From an optimization exercise on the open Yosys and OpenROAD flow, aimed at small area and few clock cycles per item; shortcuts taken in it are not production practice.
Only simulation tests tie the RTL to the original design; equivalence was not proved.
Power is estimated from default activity; no workload was simulated.

==> inputs of run R <==
// ordered_list_store
module ordered_list_store (
   input  logic                          clock,
   input  logic                          reset,
   input  logic                          req_valid,
   output logic                          req_ready,
   input  logic        [OP_BITS-1:0]     req_operation,
   input  logic signed [VALUE_BITS-1:0]  req_value,
   input  logic signed [POS_BITS-1:0]    req_position,
   output logic                          rsp_valid,
   input  logic                          rsp_ready,
   output logic signed [VALUE_BITS-1:0]  rsp_result_word,
   output logic        [STATUS_BITS-1:0] rsp_status,
   output logic        [COUNT_BITS-1:0]  rsp_count
);
   localparam int D = 16;
   logic [4:0]  count_ff;
   logic [3:0]  ord   [D];
   logic [31:0] slot  [D];
   logic        rsp_valid_ff;
   logic [2:0]  rsp_status_ff;
   logic [3:0]  rsp_sel_ff;
   logic        rsp_data_ff;
   logic        accept;
   assign req_ready = !rsp_valid_ff || rsp_ready;
   assign accept    = req_valid && req_ready;
   logic [2:0]  op;
   logic        is_ins, is_pop, is_popf, is_read, is_find;
   logic        full, empty;
   logic        pos_neg, pos_lt;      
   logic        ins_ok, pop_ok, read_ok;
  ...
==> module ordered_list_store, before the edit <==
module ordered_list_store (
   input  logic                          clock,
   input  logic                          reset,
   input  logic                          req_valid,
   output logic                          req_ready,
   input  logic        [OP_BITS-1:0]     req_operation,
   input  logic signed [VALUE_BITS-1:0]  req_value,
   input  logic signed [POS_BITS-1:0]    req_position,
   output logic                          rsp_valid,
   input  logic                          rsp_ready,
   output logic signed [VALUE_BITS-1:0]  rsp_result_word,
   output logic        [STATUS_BITS-1:0] rsp_status,
   output logic        [COUNT_BITS-1:0]  rsp_count
);
   localparam int D = 16;
   logic [4:0]  count_ff;
   logic [3:0]  ord   [D];
   logic [31:0] slot  [D];
   logic        rsp_valid_ff;
   logic [2:0]  rsp_status_ff;
   logic [3:0]  rsp_sel_ff;
   logic        rsp_data_ff;
   logic        accept;
   assign req_ready = !rsp_valid_ff || rsp_ready;
   assign accept    = req_valid && req_ready;
   logic [2:0]  op;
   logic        is_ins, is_pop, is_popf, is_read, is_find;
   logic        full, empty;
   logic        pos_neg, pos_lt;      
   logic        ins_ok, pop_ok, read_ok;
   logic [4:0]  q;                    
   logic [3:0]  ridx;                 
   logic [3:0]  rslot;
   assign op      = req_operation;
   assign is_ins  = (op == 3'd0) || (op == 3'd2) || (op == 3'd4);
   assign is_pop  = (op == 3'd1) || (op == 3'd3);
   assign is_popf = (op == 3'd3);
   assign is_read = (op == 3'd5);
   assign is_find = (op == 3'd6);
   assign full    = count_ff[4];
   assign empty   = (count_ff == 5'd0);
   assign pos_neg = req_position[5];
   assign pos_lt  = pos_neg || ({1'b0, req_position[4:0]} < {1'b0, count_ff});
   always_comb begin
      ins_ok = 1'b0;
      q      = 5'd0;
      unique case (op)
         3'd0: begin q = count_ff; ins_ok = !full; end
         3'd2: begin q = 5'd0;     ins_ok = !full; end
         3'd4: begin
            q      = req_position[4:0] + 5'd1;
            ins_ok = !full && pos_lt && (!pos_neg || req_position == 6'h3f);
         end
         default: ;
      endcase
   end
   assign pop_ok  = is_pop && !empty;
   assign read_ok = is_read && !pos_neg && pos_lt;
   assign ridx    = (op == 3'd1) ? (count_ff[3:0] - 4'd1) :
                    (op == 3'd3) ? 4'd0 : req_position[3:0];
   assign rslot   = ord[ridx];
   logic [D-1:0] hit, hpos;
   logic [3:0]   fidx;
   logic         found;
   always_comb begin
      for (int s = 0; s < D; s++) hit[s] = (slot[s] == req_value);
      for (int p = 0; p < D; p++) hpos[p] = hit[ord[p]] && (5'(p) < count_ff);
      found = |hpos;
      fidx  = 4'd0;
      for (int p = D - 1; p >= 0; p--) if (hpos[p]) fidx = 4'(p);
   end
   logic [2:0] st;
   logic [3:0] sel;
   logic       isdata;
   always_comb begin
      st     = 3'd0;
      sel    = 4'd0;
      isdata = 1'b0;
      if (is_ins) begin
         if (op == 3'd4 && !(pos_lt && (!pos_neg || req_position == 6'h3f))) st = 3'd1;
         else if (full) st = 3'd4;
      end else if (is_pop) begin
         if (empty) st = 3'd2;
         else begin sel = rslot; isdata = 1'b1; end
      end else if (is_read) begin
         if (!read_ok) st = 3'd1;
         else begin sel = rslot; isdata = 1'b1; end
      end else if (is_find) begin
         if (!found) st = 3'd3;
         else sel = fidx;
      end
   end
   logic do_ins, do_popf;
   assign do_ins  = accept && ins_ok;
   assign do_popf = accept && pop_ok && is_popf;
   always_ff @(posedge clock) begin
      for (int i = 0; i < D; i++) begin
         if (reset) ord[i] <= 4'(i);
         else if (do_ins && 5'(i) >= q) ord[i] <= (5'(i) == q) ? ord[D-1] : ord[(i+D-1)%D];
         else if (do_popf) ord[i] <= ord[(i+1)%D];
      end
   end
   always_ff @(posedge clock) begin
      for (int s = 0; s < D; s++)
         if (do_ins && ord[D-1] == 4'(s)) slot[s] <= req_value;
   end
   always_ff @(posedge clock) begin
      if (reset) begin
         count_ff     <= '0;
         rsp_valid_ff <= 1'b0;
      end else begin
         if (accept) begin
            count_ff     <= count_ff + 5'(ins_ok) - 5'(pop_ok);
            rsp_valid_ff <= 1'b1;
         end else if (rsp_ready) begin
            rsp_valid_ff <= 1'b0;
         end
      end
   end
   always_ff @(posedge clock) begin
      if (accept) begin
         rsp_status_ff <= st;
         rsp_sel_ff    <= sel;
         rsp_data_ff   <= isdata;
      end
   end
   assign rsp_valid       = rsp_valid_ff;
   assign rsp_status      = rsp_status_ff;
   assign rsp_count       = count_ff;
   assign rsp_result_word = rsp_data_ff ? slot[rsp_sel_ff]
                          : {{28{rsp_status_ff != 3'd0}}, rsp_sel_ff | {4{rsp_status_ff != 3'd0}}};
endmodule
==> flow/config.mk <==
export PLATFORM = sky130hd
export DESIGN_NAME = ordered_list_store
export DESIGN_NICKNAME = ordered_list_store
export VERILOG_FILES = /design/flow/design.v
export SDC_FILE = /design/flow/constraint.sdc
export NUM_CORES = 4
export LEC_CHECK = 0
export CAP_MARGIN = 20
export CORE_MARGIN = 2
export CORE_UTILIZATION = 40
export SLEW_MARGIN = 20
==> flow/constraint.sdc <==
create_clock -name core_clock -period 6.0 [get_ports {clock}]
set_input_delay 1.2000 -clock core_clock [delete_from_list [all_inputs] [get_ports {clock}]]
set_output_delay 1.2000 -clock core_clock [all_outputs]
set_load 0.01 [all_outputs]
run.sh (not shown) runs the stock make flow with config.mk's settings and CLKGATE_MAP_FILE= SYNTH_SCRIPT=/design/flow/synth_recipe.tcl, a recipe that flattens the netlist after the stock synthesis.
==> run G (differences from run R) <==
--- a/flow/design.v
+++ b/flow/design.v
@@ -49,8 +49,8 @@
    logic [3:0]  ord   [D];
    logic [31:0] slot  [D];
-   logic        rsp_valid_ff;
-   logic [2:0]  rsp_status_ff;
-   logic [3:0]  rsp_sel_ff;
-   logic        rsp_data_ff;
+   logic         rsp_valid_ff;
+   logic [2:0]   rsp_status_ff;
+   logic [D-1:0] rsp_vec_ff;
+   logic         rsp_find;        
    logic        accept;
    assign req_ready = !rsp_valid_ff || rsp_ready;
@@ -92,21 +92,12 @@
                     (op == 3'd3) ? 4'd0 : req_position[3:0];
    assign rslot   = ord[ridx];
-   logic [D-1:0] hit, hpos;
-   logic [3:0]   fidx;
-   logic         found;
-   always_comb begin
+   logic [D-1:0] hit;
+   always_comb
       for (int s = 0; s < D; s++) hit[s] = (slot[s] == req_value);
-      for (int p = 0; p < D; p++) hpos[p] = hit[ord[p]] && (5'(p) < count_ff);
-      found = |hpos;
-      fidx  = 4'd0;
-      for (int p = D - 1; p >= 0; p--) if (hpos[p]) fidx = 4'(p);
-   end
-   logic [2:0] st;
-   logic [3:0] sel;
-   logic       isdata;
+   logic [2:0]   st;
+   logic [D-1:0] vec;
    always_comb begin
       st     = 3'd0;
-      sel    = 4'd0;
-      isdata = 1'b0;
+      vec    = '0;
       if (is_ins) begin
          if (op == 3'd4 && !(pos_lt && (!pos_neg || req_position == 6'h3f))) st = 3'd1;
@@ -114,11 +105,11 @@
       end else if (is_pop) begin
          if (empty) st = 3'd2;
-         else begin sel = rslot; isdata = 1'b1; end
+         else begin vec = D'(1) << rslot; end
       end else if (is_read) begin
          if (!read_ok) st = 3'd1;
-         else begin sel = rslot; isdata = 1'b1; end
+         else begin vec = D'(1) << rslot; end
       end else if (is_find) begin
-         if (!found) st = 3'd3;
-         else sel = fidx;
+         st  = 3'd3;                  
+         vec = hit;
       end
    end
@@ -153,12 +144,27 @@
       if (accept) begin
          rsp_status_ff <= st;
-         rsp_sel_ff    <= sel;
-         rsp_data_ff   <= isdata;
+         rsp_vec_ff    <= vec;
       end
    end
+   assign rsp_find = (rsp_status_ff == 3'd3);
+   logic [D-1:0] hpos;
+   logic [3:0]   fidx;
+   logic         found;
+   always_comb begin
+      for (int p = 0; p < D; p++)
+         hpos[p] = rsp_find && rsp_vec_ff[ord[p]] && (5'(p) < count_ff);
+      found = |hpos;
+      fidx  = 4'd0;
+      for (int p = D - 1; p >= 0; p--) if (hpos[p]) fidx = 4'(p);
+   end
+   logic [31:0] slot_word;
+   always_comb begin
+      slot_word = '0;
+      for (int s = 0; s < D; s++)
+         slot_word = slot_word | (slot[s] & {32{!rsp_find && rsp_vec_ff[s]}});
+   end
    assign rsp_valid       = rsp_valid_ff;
-   assign rsp_status      = rsp_status_ff;
+   assign rsp_status      = rsp_status_ff & {3{!found}};
    assign rsp_count       = count_ff;
-   assign rsp_result_word = rsp_data_ff ? slot[rsp_sel_ff]
-                          : {{28{rsp_status_ff != 3'd0}}, rsp_sel_ff | {4{rsp_status_ff != 3'd0}}};
+   assign rsp_result_word = slot_word | {32{|rsp_status}} | {28'b0, fidx};
 endmodule
==> flow/flow/run.sh (new file) <==
#!/bin/bash
# Own layout flow: the standard flow (standard.sh) with three changes.
#  1. Synthesis is ORFS's own, run by standard.sh, with an area-oriented ABC
#     mapping script in place of the speed script (a copy of ORFS's scripts
#     folder with only abc_speed.script replaced); registers are unchanged.
#  2. Port buffers are buf_2 cells.
#  3. Repair buffers stop at buf_6 (buf_8 and up are not used).
#  4. The clock tree uses clkbuf_16 only, larger sink clusters and no dummy
#     loads.
# Each tool's output goes to the ORFS logs under orfs/logs and to the
# flow_*.log files here.
set -euo pipefail
cd "$(dirname "$0")/.."
W=$PWD
rm -rf "$W/scripts_area"
cp -r "$FLOW_HOME/scripts" "$W/scripts_area"
cat > "$W/scripts_area/abc_speed.script" <<'ABC'
&get -n
&st
&dch -f
&nf -a -R 1000
&put
ABC
bash standard.sh SCRIPTS_DIR="$W/scripts_area" synth > flow_synth.log 2>&1
DONT_USE_CELLS="sky130_fd_sc_hd__buf_8 sky130_fd_sc_hd__buf_12 sky130_fd_sc_hd__buf_16 sky130_fd_sc_hd__bufbuf_8 sky130_fd_sc_hd__bufbuf_16" \
bash standard.sh \
  "CTS_ARGS=-sink_clustering_enable -repair_clock_nets -dont_use_dummy_load -buf_list sky130_fd_sc_hd__clkbuf_16 -sink_clustering_size 25 -sink_clustering_max_diameter 70" \
  "BUFFER_PORTS_ARGS=-buffer_cell sky130_fd_sc_hd__buf_2" \
  finish > flow_layout.log 2>&1
==> flow/standard.sh (new file) <==
#!/bin/bash
# synth_recipe.tcl (not shown) runs the flow's synth.tcl, then flattens the netlist and writes it again
# the make line also repeats each setting of config.mk as NAME=value (left out here)
make -C /OpenROAD-flow-scripts/flow DESIGN_CONFIG=/design/flow/config.mk WORK_HOME=/design/flow/orfs CLKGATE_MAP_FILE= SYNTH_SCRIPT=/design/flow/synth_recipe.tcl "${@:-finish}"
CAP_MARGIN = 10   (was 20)
GPL_TIMING_DRIVEN = 0   (was not set)
SLEW_MARGIN = 10   (was 20)
removed: flow/run.sh
==> run A (differences from run R) <==
==> flow/flow/run.sh (new file) <==
#!/bin/bash
# Own layout flow: the standard flow (standard.sh) with a clock tree
# without dummy loads, smaller port buffers, and power recovery (which
# downsizes gates off the critical paths) after global routing.
set -euo pipefail
cd "$(dirname "$0")/.."
bash standard.sh \
  "CTS_ARGS=-sink_clustering_enable -repair_clock_nets -dont_use_dummy_load -buf_list sky130_fd_sc_hd__clkbuf_16 -sink_clustering_size 20 -sink_clustering_max_diameter 60" \
  "BUFFER_PORTS_ARGS=-buffer_cell sky130_fd_sc_hd__buf_2" \
  RECOVER_POWER=100 \
  finish > flow_make.log 2>&1
==> flow/standard.sh (new file) <==
#!/bin/bash
# synth_recipe.tcl (not shown) runs the flow's synth.tcl, then flattens the netlist and writes it again
# the make line also repeats each setting of config.mk as NAME=value (left out here)
make -C /OpenROAD-flow-scripts/flow DESIGN_CONFIG=/design/flow/config.mk WORK_HOME=/design/flow/orfs CLKGATE_MAP_FILE= SYNTH_SCRIPT=/design/flow/synth_recipe.tcl "${@:-finish}"
removed: flow/run.sh
==> summary of the runs <==
Maximum frequency: run A < run G < run R.
Against run R, the cell area of run G is lower by about 8%.
Die area is the same in run A and run R.
Run G finished clean. Run A produced a layout that fails on capacitance limit, slew limit. Run R completed without violations.
Clock skew: run R < run G < run A.
The lowest non-clock buffer count belongs to run G, the highest to run R.
Combinational power: run R is higher than run A (about 8%).
==> figures <==
Number of global-route vias before repair: run R 25900; run A 25200; run G 21900
Fraction of area in multi-input gates: run R 0.385; run A 0.407; run G 0.400
Num tapcells: run R 1070; run A 1070; run G 1040
Part of the Yosys area used for sequential elements: run R 0.517; run A 0.517; run G 0.556
Total global-route track usage: run R 0.354; run A 0.352; run G 0.229
Met1 Usage GRT: run R 0.443; run A 0.452; run G 0.319
Final number of max-transition violations: run R 0; run A 567; run G 0
Fin crit share: run R 0.943; run A 0.955; run G 0.950
Core Box Area: run R 81800 µm²; run A 81800 µm²; run G 77300 µm²
First-pass GRT wire length: run R 211000 µm; run A 209000 µm; run G 141000 µm
Final instance count without filler cells: run R 4016; run A 3901; run G 3642
Number of nets in the finished design: run R 2958; run A 2896; run G 2669
Peak VDD IR: run R 208 µV; run A 236 µV; run G 191 µV
Outcome: run R complete, no violations; run A failed layout checks; run G complete, no violations
Layout check failures: run R -; run A capacitance limit, slew limit; run G -
Testbench counts of run R, summed over its fixed seeds: cycles 16,008, items 16,000.
Testbench counts of run G, summed over its fixed seeds: cycles 16,008, items 16,000.
Testbench counts of run A, summed over its fixed seeds: cycles 16,008, items 16,000.

separate check: timing with driven ports:
How much do the figures lean on ideal ports? The routed layouts below were timed once more, with nothing changed but the port constraints.
Step 1 (the two cells are an assumption about what drives the block):
set clk [get_ports {clock}]
set_driving_cell -lib_cell sky130_fd_sc_hd__clkbuf_16 $clk
set_driving_cell -lib_cell sky130_fd_sc_hd__buf_2 [delete_from_list [all_inputs] $clk]
Step 2 adds t to the input delays and takes it off the output delays; t is the mean of the earliest and latest rising clock arrival at the registers after step 1. Input paths then give back, and output paths get back, about the clock's delay inside the block.
Three values: ideal ports, drivers, drivers and shift; two values: the first two.
| run | t, ns | setup WS [ns] | worst setup path after step 2 | worst slew at a driven data input, ns | pins driven straight from the clock port |
|---|---|---|---|---|---|
| run R | 0.703 | 0.341 / 0.268 / 0.080 | input to register | 0.09 | 1 |
| run G | 0.631 | 0.302 / 0.237 / 0.229 | input to register | 0.04 | 1 |
| run A | 0.683 | 0.268 / 0.272 / -0.411 | input to register | 0.12 | 1 |
For run A, which loses most, drivers alone change the setup slack by +0.004 ns; drivers and shift together by -0.679 ns.
